This is an optimization exercise on Yosys and OpenROAD, whose aim is small area and a short achievable clock period, not a production implementation.
Function was checked by simulation only, so behaviour that the tests miss may differ from the original.
No activity file was given, so power comes from the tool's default toggle rates.

## flow/run.sh

```bash
#!/bin/bash
# synth_recipe.tcl (not shown) runs the flow's synth.tcl, then flattens the netlist and writes it again
# the make line also repeats each setting of config.mk as NAME=value (left out here)
make -C /OpenROAD-flow-scripts/flow DESIGN_CONFIG=/design/flow/config.mk WORK_HOME=/design/flow/orfs CLKGATE_MAP_FILE= SYNTH_SCRIPT=/design/flow/synth_recipe.tcl finish
```

## flow/config.mk

```make
export PLATFORM = sky130hd
export DESIGN_NAME = pulse_sched_gen
export DESIGN_NICKNAME = pulse_sched_gen
export VERILOG_FILES = /design/flow/design.v
export SDC_FILE = /design/flow/constraint.sdc
export NUM_CORES = 4
export LEC_CHECK = 0
export CAP_MARGIN = 20
export CORE_MARGIN = 2
export CORE_UTILIZATION = 40
export SLEW_MARGIN = 20
```

## flow/constraint.sdc

```tcl
create_clock -name core_clock -period 11.0 [get_ports {clk}]
set_input_delay 2.2000 -clock core_clock [delete_from_list [all_inputs] [get_ports {clk}]]
set_output_delay 2.2000 -clock core_clock [all_outputs]
set_load 0.01 [all_outputs]
```

## flow/design.v

```verilog
module pulse_sched_gen #(
  parameter int TW        = 32,
  parameter int QW        = 16,
  parameter int NTEMP     = 3,
  parameter int PULSE_LEN = 4,
  parameter int TNC_GAP   = 8
)(
  input  logic                  clk,
  input  logic                  rst,
  input  logic                  tick_1us,
  input  logic                  sync_in,
  input  logic                  load,
  input  logic                  en_cal,
  input  logic                  en_noise,
  input  logic [3:0]            n_temp,
  input  logic [15:0]           cal_dly,
  input  logic [TW-1:0]         dt_cal,
  input  logic [TW-1:0]         dt_noise,
  input  logic [NTEMP*TW-1:0]   p_ni,
  input  logic [NTEMP*TW-1:0]   p_ii,
  input  logic [NTEMP*TW-1:0]   p_np,
  input  logic [NTEMP*TW-1:0]   p_ip,
  input  logic [NTEMP*QW-1:0]   qit,
  output logic                  tni,
  output logic                  tki,
  output logic                  tnp,
  output logic                  tkp,
  output logic                  tobm,
  output logic                  tnc,
  output logic                  i_izl,
  output logic                  i_get,
  output logic                  error,
  output logic                  busy,
  output logic [3:0]            cur_train,
  output logic [TW-1:0]         time_now
);
  localparam int CW = $clog2(PULSE_LEN + 1);
  localparam logic [4:0] P_END = 5'(NTEMP + 2);
  typedef enum logic [2:0] {IDLE, START, ARM, RUN, ENDW} state_t;
  state_t state;
  logic [2:0] s_tk, s_sy, s_ld;
  logic tk_r, sy_r, ld_r;
  logic sh_en_cal, sh_en_noise;
  logic [3:0] sh_n, n_eff, tk;
  logic [15:0] sh_cal_dly;
  logic [TW-1:0] sh_dt_cal, sh_dt_noise;
  logic [NTEMP*TW-1:0] sh_ni, sh_ii, sh_np, sh_ip;
  logic [NTEMP*QW-1:0] sh_qit;
  logic [4:0] pos;
  logic [QW-1:0] rep, q_cur;
  logic [TW-1:0] base, t_nx, a_ni, a_ki, a_np, a_kp;
  logic [TW-1:0] tgt [5];
  logic [CW-1:0] cnt [5];
  logic [4:0] pend, fire;
  logic [NTEMP+1:0] en_v;
  logic done;
  function automatic logic [4:0] nxt(input logic [4:0] s, input logic [NTEMP+1:0] e);
    logic [4:0] r;
    r = P_END;
    for (int p = NTEMP + 1; p >= 0; p--) if (p >= s && e[p]) r = p[4:0];
    nxt = r;
  endfunction
  assign tk_r = s_tk[1] & ~s_tk[2];
  assign sy_r = s_sy[1] & ~s_sy[2];
  assign ld_r = s_ld[1] & ~s_ld[2];
  assign t_nx = time_now + TW'(1);
  assign n_eff = sh_n > 4'(NTEMP) ? 4'(NTEMP) : sh_n;
  assign tk = (pos >= 5'd2 && pos < P_END) ? 4'(pos - 5'd2) : 4'd0;
  assign q_cur = pos < 5'd2 ? QW'(1) : sh_qit[tk*QW +: QW];
  assign done = (rep + QW'(1)) >= q_cur;
  always_comb begin
    en_v = '0;
    en_v[0] = sh_en_cal;
    en_v[1] = sh_en_noise;
    for (int k = 0; k < NTEMP; k++) en_v[k+2] = (k < n_eff) && (sh_qit[k*QW +: QW] != '0);
  end
  always_comb begin
    a_ni = base + sh_ni[tk*TW +: TW];
    a_ki = a_ni + sh_ii[tk*TW +: TW];
    a_np = pos < 5'd2 ? base + TW'(sh_cal_dly) : a_ki + sh_np[tk*TW +: TW];
    a_kp = a_np + (pos == 5'd0 ? sh_dt_cal : pos == 5'd1 ? sh_dt_noise : sh_ip[tk*TW +: TW]);
  end
  always_comb begin
    fire = '0;
    for (int i = 0; i < 5; i++) fire[i] = tk_r & ~sy_r & pend[i] & (t_nx == tgt[i]);
  end
  always_ff @(posedge clk or posedge rst)
    if (rst) begin
      s_tk <= '0;
      s_sy <= '0;
      s_ld <= '0;
      sh_en_cal <= 1'b0;
      sh_en_noise <= 1'b0;
      sh_n <= '0;
      sh_cal_dly <= '0;
      sh_dt_cal <= '0;
      sh_dt_noise <= '0;
      sh_ni <= '0;
      sh_ii <= '0;
      sh_np <= '0;
      sh_ip <= '0;
      sh_qit <= '0;
    end else begin
      s_tk <= {s_tk[1:0], tick_1us};
      s_sy <= {s_sy[1:0], sync_in};
      s_ld <= {s_ld[1:0], load};
      if (ld_r) begin
        sh_en_cal <= en_cal;
        sh_en_noise <= en_noise;
        sh_n <= n_temp;
        sh_cal_dly <= cal_dly;
        sh_dt_cal <= dt_cal;
        sh_dt_noise <= dt_noise;
        sh_ni <= p_ni;
        sh_ii <= p_ii;
        sh_np <= p_np;
        sh_ip <= p_ip;
        sh_qit <= qit;
      end
    end
  always_ff @(posedge clk or posedge rst)
    if (rst) begin
      state <= IDLE;
      pos <= '0;
      rep <= '0;
      base <= '0;
      time_now <= '0;
      for (int i = 0; i < 5; i++) begin
        tgt[i] <= '0;
        cnt[i] <= '0;
      end
      pend <= '0;
      i_izl <= 1'b0;
      i_get <= 1'b0;
      error <= 1'b0;
    end else begin
      error <= ((fire[0] && i_get) || (fire[2] && i_izl)) ? 1'b1 : ld_r ? 1'b0 : error;
      if (sy_r) begin
        time_now <= '0;
        state <= START;
        pend <= '0;
        for (int i = 0; i < 5; i++) cnt[i] <= '0;
        i_izl <= 1'b0;
        i_get <= 1'b0;
      end else begin
        if (tk_r) time_now <= t_nx;
        for (int i = 0; i < 5; i++)
          cnt[i] <= fire[i] ? CW'(PULSE_LEN) : (tk_r && cnt[i] != '0) ? cnt[i] - CW'(1) : cnt[i];
        i_izl <= fire[1] ? 1'b0 : fire[0] ? 1'b1 : i_izl;
        i_get <= fire[3] ? 1'b0 : fire[2] ? 1'b1 : i_get;
        pend <= pend & ~fire;
        case (state)
          START: begin
            base <= time_now;
            pos <= nxt(5'd0, en_v);
            rep <= '0;
            state <= ARM;
          end
          ARM: begin
            tgt[0] <= a_ni;
            tgt[1] <= a_ki;
            tgt[2] <= a_np;
            tgt[3] <= a_kp;
            tgt[4] <= base + TW'(TNC_GAP);
            pend <= pos == P_END ? 5'b10000 : pos < 5'd2 ? 5'b01100 : 5'b01111;
            state <= pos == P_END ? ENDW : RUN;
          end
          RUN:
            if (fire[3]) begin
              base <= tgt[3];
              rep <= done ? '0 : rep + QW'(1);
              pos <= done ? nxt(pos + 5'd1, en_v) : pos;
              state <= ARM;
            end
          ENDW: if (fire[4]) state <= START;
          default: ;
        endcase
      end
    end
  assign tni = cnt[0] != '0;
  assign tki = cnt[1] != '0;
  assign tnp = cnt[2] != '0;
  assign tkp = cnt[3] != '0;
  assign tobm = cnt[3] != '0;
  assign tnc = cnt[4] != '0;
  assign busy = state != IDLE;
  assign cur_train = (state == ARM || state == RUN) ? tk : 4'd0;
endmodule
```

==> out/qor.yml <==
hold_path:
  worstHoldStart: "s_sy[0]"
  hold_depth: 0
  holdPathEnd: "s_sy[1]"
  hold_path.class: "reg -> reg"
flow_run:
  cap_violations: 0
finish:
  stdcell_area_um2: 56100
  final_layout_size_suffix_gt1_frac: 0.161
  syn_to_final_growth_pct: 23.7
  layout.nets: 5751
  fin_util: 0.498
clocking:
  clock_latency_ns: 0.72
  numCtsBuffers: 93
  cts.repair.resized: 0
  cts_max_level: 3
  cts_sinks: 796
  cts_hold_buf: 0
  cts_tree: "done"
  postCtsSetupRepairBufs: 0
  cts_buffer_depth: 3
  path_clk_slew_ns: 0.06
  clock-root-buffer: "clkbuf_16"
grt:
  antenna_found_initial: 32
  grt_pass1_wl_mm: 240
  grt.overflow.total: 0
  grt_max_degree: 177
  grt_usage: 0.275
  grt_pass1_vias: 36400
timing:
  slew_headroom: 0.261
  min_period_ns: 10.28
  rsz0062_at_grt: "no"
  setup_viol: 0
  finalSetupTns_ns: 0
  timing.fmax_mhz: 97.3
  clock-skew-final_ns: 0.0438
  hold_slack_ns: 0.357
  maxSlewViolCount: 0
  post-route-period-util: 0.934
  hold_viol: 0
  worstMarginPinSlew_ns: 1.10
synthesis:
  synth_top_area_share: 0.439
  synth_nets: 5264
  synth-edff-count: 0
  netlist_area_um2: 45300
  syn_inst: 4558
  ys_seq_elements: 796
  synth.distinct_cells: 80
  yosysSeqAreaShare: 0.439
  syn_avg_cell_area_um2: 9.95
  synth_area_leaders: "dfrtp_1 44%, mux2_2 13%, ha_1 4.9%"
  synth_ff_type: "dfrtp_1"
  yosys_warnings: 3
  synth_top_area_cell: "dfrtp_1"
  async_reset_ff_frac: 1.00
worst_setup_path:
  cp.required_ns: 11.57
  crit_family: "compound AO/OA/AOI/OAI gates"
  rrSetupSlack_ns: 0.72
  arrival_ns: 10.85
  cp-start-kind: "flop"
  ff2ff_path_depth: 41
  slowest_delay_ns: 0.66
  cp-end-kind: "flop"
  reg2reg_to: "tgt[3][31]"
  cpMaxStageDelayCell: "o311ai_0"
  r2r_start: "pos[1]"
  crit_path_max_fanout: 24
  critPathKind: "reg -> reg"
  path_buf_inv: 2
floorplanning:
  die_w_um: 341
  start_util: 0.403
  io_pins: 569
  coreArea_um2: 112000
  die_h_um: 341
  die-area_um2: 116000
  rows: 123
placed_design:
  hpwlAfterDp_mm: 122
  gp_congestion: 0.934
  post_dp_cell_area_um2: 52700
  port_buffers: 568
route:
  drt_pass1_iterations: 8
  routed_wl_mm: 163
  vias: 37100
  drc_errors: 0
  drtIter0Drc: 3787
  ant_nets: 0
  post_drt_wl_per_cell_um: 24.5
  via_per_inst: 5.58
power:
  p_per_area_nw_per_um2: 360
  ir_drop_mv: 0.249
  p_leak_uw: 0.0239
  total_power_uw: 20200
run_status:
  status: "finished clean"
## cell usage after synthesis, types with 15 or more instances
master	n
nor2_1	395
nor4_1	37
a222oi_1	31
o21bai_1	17
o21a_1	24
a22oi_1	113
o211ai_1	15
nand2b_1	28
mux2i_1	38
xor2_1	198
a211oi_1	25
dfrtp_1	796
and3_1	64
a21oi_1	240
xnor2_1	203
nor3_1	48
nor2b_1	25
o21ai_0	282
nand3_1	77
nand4_1	48
inv_1	73
mux2_2	539
or3_1	15
clkbuf_1	221
a21o_1	58
a31oi_1	22
ha_1	178
buf_1	15
nand2_1	551
a221oi_1	30
## sequential cells by signal, indices dropped and copies added (netlist names), 3 cells and up
| name | flops |
|---|---|
| pos | 3 |
| sh_np | 96 |
| base | 32 |
| sh_ni | 96 |
| sh_n | 4 |
| s_sy | 3 |
| pend | 5 |
| rep | 16 |
| sh_dt_cal | 32 |
| tgt | 160 |
| time_now | 32 |
| sh_ii | 96 |
| cnt | 15 |
| sh_ip | 96 |
| sh_qit | 48 |
| s_ld | 3 |
| sh_cal_dly | 16 |
| s_tk | 3 |
| sh_dt_noise | 32 |
| state | 3 |
## area by class of cell
cell class                      count  area, µm²
Fill cell                       10400      56400
Multi-Input combinational cell   3435      24300
Sequential cell                   796      19900
Timing Repair Buffer              643       6360
Clock buffer                      133       2780
Tap cell                         1500       1880
Clock inverter                     40        464
Inverter                           76        293
Antenna cell                       25       62.6
## routing by layer
metal / part of all wire / vias up / wire [µm] / track usage
met1: 0.44 / 18400 / 71300 / 0.380
met3: 0.059 / 265 / 9600 / 0.0387
met2: 0.47 / 1260 / 76700 / 0.447
met5: 0.00090 / - / 147 / 0
li1: - / 17200 / - / -
met4: 0.030 / 20 / 4850 / 0.0870
## worst max path at each step
stage	start	end	slack (ns)	depth (start not counted)
after global routing	pos[1]	tgt[3][28]	0.03	44
after CTS	pos[1]	tgt[3][28]	0.46	41
final	pos[1]	tgt[3][31]	0.72	41
after detailed placement	pos[1]	tgt[3][28]	0.59	41
after floorplan	rst	base[0]	-2.12	1
after global placement	pos[1]	tgt[3][28]	0.81	40
## power by group
part / internal [µW] / leakage, µW / switching (µW)
Sequential: 3560 / 0.00972 / 612
Combinational: 4830 / 0.0126 / 7920
Clock: 1890 / 0.00158 / 1360
## kinds of logic (layout without fill, tap and decap cells)
family | Yosys count | after routing | share of synthesized area
fa+ha+maj | 183 | 183 | 0.0513
buf+inv | 327 | 892 | 0.0277
flops | 796 | 796 | 0.439
compound gates | 942 | 942 | 0.132
xor+xnor | 402 | 402 | 0.0780
simple gates | 1331 | 1331 | 0.129
other cells | 0 | 25 | 0
mux | 577 | 577 | 0.142
## metrics by stage
stage | instances | setup WS (ns)
after global routing | 6643 | 0.0275
final | 6648 | 0.721
after floorplan | 4558 | -2.12
after global placement | 6448 | 0.808
after detailed placement | 6448 | 0.587
after CTS | 6621 | 0.464
## cell usage in the layout (no fill, tap or decap), types with 28 or more instances in the layout
cell             netlist  layout
a21o_1                58      58
a21oi_1              240     239
a221oi_1              30      29
a222oi_1              31      31
a22oi_1              113     113
and3_1                64      64
buf_4                  2      67
clkbuf_16              0      93
clkbuf_8               0      30
clkdlybuf4s50_1        0     568
dfrtp_1              796     794
ha_1                 178     177
inv_1                 73      72
mux2_2               539     539
mux2i_1               38      38
nand2_1              551     550
nand2b_1              28      28
nand3_1               77      76
nand4_1               48      48
nor2_1               395     391
nor3_1                48      48
nor4_1                37      37
o21ai_0              282     279
xnor2_1              203     200
xor2_1               198     197

## what the ideal ports hide
In the flow no input, the clock included, has a driving cell. The finished layout below was timed again as built, in two steps.
Step 1: set_driving_cell puts a clkbuf_16 on clk and a buf_2 on each other input, an assumption about the parent block.
Step 2 also shifts input and output timing later by t, the mid clock arrival at the registers, as if the neighbouring blocks saw the same clock.
Three values: ideal ports, drivers, drivers and shift; two values: the first two.
t, ns: 0.770
setup slack, ns: 0.721 / 0.721 / 0.721
hold WS [ns]: 0.357 / 0.357 / 0.357
worst setup path after step 2: register to register
pins driven straight from the clock port: 1
After both steps this run still meets setup and hold. The setup slack of this run moves by 0.000 ns with the drivers and by 0.000 ns with both steps.
